This design comes from an exercise in tuning for small area, a short achievable clock period and few clock cycles on the open sky130 flow, not from production work. Function was checked by simulation only, so behaviour that the tests miss may differ from the original.

==> job 7683 <==
==> flow/design.v <==
package ptom_pkg;
   localparam int DefaultBookDepth = 16;
   localparam logic [1:0] STATUS_OK        = 2'd0;
   localparam logic [1:0] STATUS_FULL      = 2'd1;
   localparam logic [1:0] STATUS_SELL_IGN  = 2'd2;
endpackage
module ptom_cell #(
   parameter bit IsHead = 1'b0
) (
   input  logic        clock,
   input  logic        reset,
   input  logic        ins_new,
   input  logic        ins_prev,
   input  logic        pop,
   input  logic        set_qty,
   input  logic [19:0] qty_in,
   input  logic [31:0] new_id,
   input  logic [23:0] new_price,
   input  logic [19:0] new_qty,
   input  logic        prev_used,
   input  logic [31:0] prev_id,
   input  logic [23:0] prev_price,
   input  logic [19:0] prev_qty,
   input  logic        next_used,
   input  logic [31:0] next_id,
   input  logic [23:0] next_price,
   input  logic [19:0] next_qty,
   output logic        used,
   output logic [31:0] id,
   output logic [23:0] price,
   output logic [19:0] qty
);
   logic hold;
   logic [76:0] cur, nxt;
   assign hold = !(ins_new || ins_prev || pop);
   assign cur  = {used, id, price, qty};
   assign nxt  = ({77{hold}}     & cur)
               | ({77{ins_new}}  & {1'b1, new_id, new_price, new_qty})
               | ({77{ins_prev}} & {prev_used, prev_id, prev_price, prev_qty})
               | ({77{pop}}      & {next_used, next_id, next_price, next_qty});
   always_ff @(posedge clock) begin
      if (reset) used <= 1'b0;
      else       used <= nxt[76];
      if (IsHead && reset) begin
         id    <= '0;
         price <= '0;
         qty   <= '0;
      end else begin
         id    <= nxt[75:44];
         price <= nxt[43:20];
         qty   <= set_qty ? qty_in : nxt[19:0];
      end
   end
endmodule
module price_time_order_match #(
   parameter int BookDepth = ptom_pkg::DefaultBookDepth
) (
   input  logic        clock,
   input  logic        reset,
   input  logic        start,
   output logic        busy,
   input  logic        req_action,
   input  logic [31:0] req_order_id,
   input  logic        req_side,
   input  logic [23:0] req_price,
   input  logic [19:0] req_quantity,
   output logic        rsp_strobe,
   output logic        rsp_trade_valid,
   output logic [31:0] rsp_maker_id,
   output logic [31:0] rsp_taker_id,
   output logic [23:0] rsp_trade_price,
   output logic [19:0] rsp_trade_quantity,
   output logic [19:0] rsp_remaining_quantity,
   output logic [1:0]  rsp_status,
   output logic        rsp_best_valid,
   output logic [31:0] rsp_best_id,
   output logic [23:0] rsp_best_price,
   output logic [19:0] rsp_best_quantity,
   output logic        rsp_last
);
   localparam int D = BookDepth;
   logic         busy_q;        
   logic         pend;          
   logic         mip;           
   logic         addbuy_q;      
   logic         mstart_q;      
   logic [D-1:0] ahead;
   logic [D-1:0] ahead_q;       
   logic [D-1:0] raw_q;         
   logic         cmp_new_q;     
   logic         wait_q;        
   logic         ins_q, pop_q;  
   logic [D-1:0] sell_ahead_q;
   logic         req_act_q, req_side_q;
   logic [31:0]  req_id_q;
   logic [23:0]  req_price_q;
   logic [19:0]  req_qty_q;
   logic [19:0]  rem_q;         
   logic [31:0]  sell_id_q;     
   logic [D-1:0]    used;
   logic [31:0]     id   [D];
   logic [23:0]     price[D];
   logic [19:0]     qty  [D];
   logic [D-1:0]    ins_new, ins_prev;
   logic            insert, pop, set_qty;
   logic [19:0]     head_qty_new;
   for (genvar g = 0; g < D; g++) begin : g_cell
      logic        pu, nu;
      logic [31:0] pi, ni;
      logic [23:0] pp, np;
      logic [19:0] pq, nq;
      if (g == 0) begin : g_first
         assign pu = 1'b0; assign pi = '0; assign pp = '0; assign pq = '0;
         assign ins_new[g]  = insert && !ahead[g];
         assign ins_prev[g] = 1'b0;
      end else begin : g_mid
         assign pu = used[g-1]; assign pi = id[g-1]; assign pp = price[g-1]; assign pq = qty[g-1];
         assign ins_new[g]  = insert && !ahead[g] && ahead[g-1];
         assign ins_prev[g] = insert && !ahead[g-1];
      end
      if (g == D - 1) begin : g_last
         assign nu = 1'b0; assign ni = '0; assign np = '0; assign nq = '0;
      end else if (g == 0) begin : g_head
         assign nu = used[1];
         assign ni = used[1] ? id[1]    : '0;
         assign np = used[1] ? price[1] : '0;
         assign nq = used[1] ? qty[1]   : '0;
      end else begin : g_notlast
         assign nu = used[g+1]; assign ni = id[g+1]; assign np = price[g+1]; assign nq = qty[g+1];
      end
      ptom_cell #(.IsHead(g == 0)) u_cell (
         .clock     (clock),
         .reset     (reset),
         .ins_new   (ins_new[g]),
         .ins_prev  (ins_prev[g]),
         .pop       (pop && used[g]),   
         .set_qty   (set_qty && (g == 0)),
         .qty_in    (head_qty_new),
         .new_id    (req_id_q),
         .new_price (req_price_q),
         .new_qty   (req_qty_q),
         .prev_used (pu),
         .prev_id   (pi),
         .prev_price(pp),
         .prev_qty  (pq),
         .next_used (nu),
         .next_id   (ni),
         .next_price(np),
         .next_qty  (nq),
         .used      (used[g]),
         .id        (id[g]),
         .price     (price[g]),
         .qty       (qty[g])
      );
   end
   logic        is_match, is_add, add_sell, add_full;
   logic        can;
   logic [20:0] diff;
   logic        head_le;       
   logic        more_price;    
   logic [19:0] tq, rem_left;
   logic        more, mip_in;
   assign is_match = mip || (pend && req_act_q);
   assign is_add   = pend && !req_act_q;
   assign add_sell = req_side_q;
   assign add_full = used[D-1];
   assign insert   = addbuy_q && !add_full;
   assign can = mip || (mstart_q && ahead[0]);
   assign more_price   = mip ? sell_ahead_q[1] : ahead[1];
   assign diff         = {1'b0, rem_q} - {1'b0, qty[0]};
   assign head_le      = qty[0] <= rem_q;
   assign pop          = can && head_le;
   assign set_qty      = can && !head_le;
   assign head_qty_new = qty[0] - rem_q;
   assign tq           = head_le ? qty[0] : rem_q;
   assign rem_left     = head_le ? diff[19:0] : '0;
   assign more         = head_le && (rem_q != qty[0]) && more_price;
   assign mip_in       = can && more;
   logic         taken;        
   logic         nx_act, nx_side;
   logic [19:0]  nx_qty;
   logic [D-1:0] raw, src;
   assign taken   = busy_q || start;
   assign nx_act  = busy_q ? req_act_q  : req_action;
   assign nx_side = busy_q ? req_side_q : req_side;
   assign nx_qty  = busy_q ? req_qty_q  : req_quantity;
   for (genvar g = 0; g < D; g++) begin : g_raw
      assign raw[g] = used[g] && (price[g] >= req_price);
   end
   assign src = wait_q ? ahead_q : raw_q;
   for (genvar g = 0; g < D; g++) begin : g_ahead
      logic sp_, sn_, at_;
      if (g == 0) begin : g_first
         assign sp_ = 1'b0;
         assign at_ = 1'b1;
      end else begin : g_mid
         assign sp_ = src[g-1];
         assign at_ = ahead_q[g-1];
      end
      if (g == D - 1) begin : g_last
         assign sn_ = 1'b0;
      end else begin : g_notlast
         assign sn_ = src[g+1];
      end
      assign ahead[g] = pop_q                  ? sn_ :
                        (ins_q && !ahead_q[g]) ? (at_ ? cmp_new_q : sp_) : src[g];
   end
   always_ff @(posedge clock) begin
      if (reset) begin
         mip      <= 1'b0;
         pend     <= 1'b0;
         busy_q   <= 1'b0;
         addbuy_q <= 1'b0;
         mstart_q <= 1'b0;
      end else begin
         mip      <= mip_in;
         pend     <= !mip_in && taken;
         busy_q   <= mip_in && taken;
         addbuy_q <= !mip_in && taken && !nx_act && !nx_side;
         mstart_q <= !mip_in && taken && nx_act && (nx_qty != '0);
      end
      if (!busy_q) begin
         req_act_q   <= req_action;
         req_id_q    <= req_order_id;
         req_side_q  <= req_side;
         req_price_q <= req_price;
         req_qty_q   <= req_quantity;
      end
      ahead_q   <= ahead;
      raw_q     <= raw;
      cmp_new_q <= req_price_q >= req_price;
      wait_q    <= busy_q;
      ins_q     <= insert;
      pop_q     <= pop;
      for (int i = 0; i < D; i++) begin
         if (pop) sell_ahead_q[i] <= (i == D - 1) ? 1'b0 : (mip ? sell_ahead_q[i+1] : ahead[i+1]);
         else     sell_ahead_q[i] <= mip ? sell_ahead_q[i] : ahead[i];
      end
      rem_q <= mip_in ? rem_left : nx_qty;
      if (!mip) sell_id_q <= req_act_q ? req_id_q : '0;
   end
   logic        strobe_q;
   logic        r_trade_q;
   logic [31:0] r_maker_q;
   logic [23:0] r_price_q;
   logic [19:0] r_tq_q;
   logic [19:0] r_rem_q;
   logic [1:0]  r_status_q;
   logic        r_last_q;
   always_ff @(posedge clock) begin
      if (reset) strobe_q <= 1'b0;
      else       strobe_q <= mip || pend;
      r_trade_q  <= can;
      r_maker_q  <= can ? id[0]    : '0;
      r_price_q  <= can ? price[0] : '0;
      r_tq_q     <= can ? tq       : '0;
      r_rem_q    <= !is_match ? '0 : can ? rem_left : rem_q;
      r_status_q <= !is_add ? ptom_pkg::STATUS_OK :
                    add_sell ? ptom_pkg::STATUS_SELL_IGN :
                    add_full ? ptom_pkg::STATUS_FULL : ptom_pkg::STATUS_OK;
      r_last_q   <= !mip_in;
   end
   assign busy                   = busy_q;
   assign rsp_strobe             = strobe_q;
   assign rsp_trade_valid        = r_trade_q;
   assign rsp_maker_id           = r_maker_q;
   assign rsp_taker_id           = sell_id_q;
   assign rsp_trade_price        = r_price_q;
   assign rsp_trade_quantity     = r_tq_q;
   assign rsp_remaining_quantity = r_rem_q;
   assign rsp_status             = r_status_q;
   assign rsp_last               = r_last_q;
   assign rsp_best_valid         = used[0];
   assign rsp_best_id            = id[0];
   assign rsp_best_price         = price[0];
   assign rsp_best_quantity      = qty[0];
endmodule
==> flow/flow/run.sh <==
#!/bin/bash
# The standard layout (standard.sh: the ORFS flow and its standard synthesis), with two
# changes made through ORFS variables on make's command line:
#   - the buffers ORFS puts on every input and output port are buf_2 cells.
# ORFS writes each tool's full log under orfs/logs/; make's own output goes to standard.log.
bash standard.sh SETUP_SLACK_MARGIN=5.5 "BUFFER_PORTS_ARGS=-buffer_cell sky130_fd_sc_hd__buf_2" finish > standard.log 2>&1
==> flow/standard.sh <==
#!/bin/bash
# synth_recipe.tcl (not shown) runs the flow's synth.tcl, then flattens the netlist and writes it again
# the make line also repeats each setting of config.mk as NAME=value (left out here)
make -C /OpenROAD-flow-scripts/flow DESIGN_CONFIG=/design/flow/config.mk WORK_HOME=/design/flow/orfs CLKGATE_MAP_FILE= SYNTH_SCRIPT=/design/flow/synth_recipe.tcl "${@:-finish}"
==> flow/config.mk <==
export PLATFORM = sky130hd
export DESIGN_NAME = price_time_order_match
export DESIGN_NICKNAME = price_time_order_match
export VERILOG_FILES = /design/flow/design.v
export SDC_FILE = /design/flow/constraint.sdc
export NUM_CORES = 4
export LEC_CHECK = 0
export CAP_MARGIN = 20
export CORE_MARGIN = 2
export CORE_UTILIZATION = 50
export CTS_CLUSTER_DIAMETER = 70
export CTS_CLUSTER_SIZE = 30
export SETUP_SLACK_MARGIN = 5
export SLEW_MARGIN = 20
==> flow/constraint.sdc <==
create_clock -name core_clock -period 9.0 [get_ports {clock}]
set_input_delay 1.8000 -clock core_clock [delete_from_list [all_inputs] [get_ports {clock}]]
set_output_delay 1.8000 -clock core_clock [all_outputs]
set_load 0.01 [all_outputs]
==> job 6907 (differences from job 7683) <==
Settings changed: CORE_UTILIZATION 50 to 60.
==> job 1880 (differences from job 7683) <==
==> flow/run.sh (new file) <==
#!/bin/bash
# synth_recipe.tcl (not shown) runs the flow's synth.tcl, then flattens the netlist and writes it again
# the make line also repeats each setting of config.mk as NAME=value (left out here)
make -C /OpenROAD-flow-scripts/flow DESIGN_CONFIG=/design/flow/config.mk WORK_HOME=/design/flow/orfs CLKGATE_MAP_FILE= SYNTH_SCRIPT=/design/flow/synth_recipe.tcl finish
Settings changed: ABC_CLOCK_PERIOD_IN_PS from default to 3000, CTS_CLUSTER_DIAMETER 70 to default, CTS_CLUSTER_SIZE 30 to default.
removed: flow/flow/run.sh
removed: flow/standard.sh
==> results.sh <==
export IMPL_powerClk_mw=5.90
export IMPL_place_ws_ps=3170
export IMPL_outcome="finished clean"
export IMPL_grtUsageMet3_pct=12.6
export IMPL_first_iter_violations=17397
export IMPL_vias_per_cell=7.14
export IMPL_routed_wl_met3_mm=50.7
(the above is from job 7683)
==> results.sh <==
export IMPL_powerClk_mw=5.75
export IMPL_routed_wl_met3_mm=53.8
export IMPL_outcome="finished clean"
export IMPL_final_nets=8198
export IMPL_grtUsageMet3_pct=18.0
export IMPL_first_iter_violations=17367
export IMPL_multi_input_area_share_pct=44.5
export IMPL_syn_avg_cell_area_sq_um=9.11
(the above is from job 6907)
==> results.sh <==
export IMPL_fin_area_sq_um=81000
export IMPL_outcome="finished clean"
export IMPL_synth_simple_gate_area_share_pct=13.9
export IMPL_cp_required_ps=9700
export IMPL_routed_wl_met3_mm=38.0
export IMPL_vias_per_cell=6.88
export IMPL_first_iter_violations=14638
export IMPL_seq_area_frac_synth_pct=44.7
export IMPL_place_ws_ps=2980
export IMPL_powerClk_mw=6.98
export IMPL_dr_pass1_iters=11
export IMPL_path_buf_inv=4
export IMPL_grtUsageMet3_pct=10.7
(the above is from job 1880)
Testbench counts of job 7683, summed over its fixed seeds: cycles 5,491.
Testbench counts of job 6907, summed over its fixed seeds: cycles 5,491.
Testbench counts of job 1880, summed over its fixed seeds: cycles 5,491.

[what the ideal ports hide]
How much do the figures lean on ideal ports? The routed layouts below were timed once more, with nothing changed but the port constraints. Step 1: set_driving_cell puts a clkbuf_16 on clock and a buf_2 on each other input, an assumption about the parent block. Step 2 adds t to the input delays and takes it off the output delays; t is the mean of the earliest and latest rising clock arrival at the registers after step 1. Input paths then give back, and output paths get back, about the clock's delay inside the block. a / b / c = ideal ports / drivers / drivers and shift; a / b = the first two.
run | shift t [ns] | setup slack, ns | clock arrival spread, ns | cell pins on the clock port's net
job 7683 | 0.858 | 5.401 / 5.369 / 4.615 | 0.048 / 0.048 | 1
job 6907 | 0.835 | 5.403 / 5.432 / 4.633 | 0.054 / 0.053 | 1
job 1880 | 0.885 | 5.031 / 4.986 / 4.207 | 0.041 / 0.041 | 1
After both steps every run listed still meets setup and hold. The setup slack of job 1880, which loses most, moves by -0.045 ns with the drivers and by -0.824 ns with both steps.
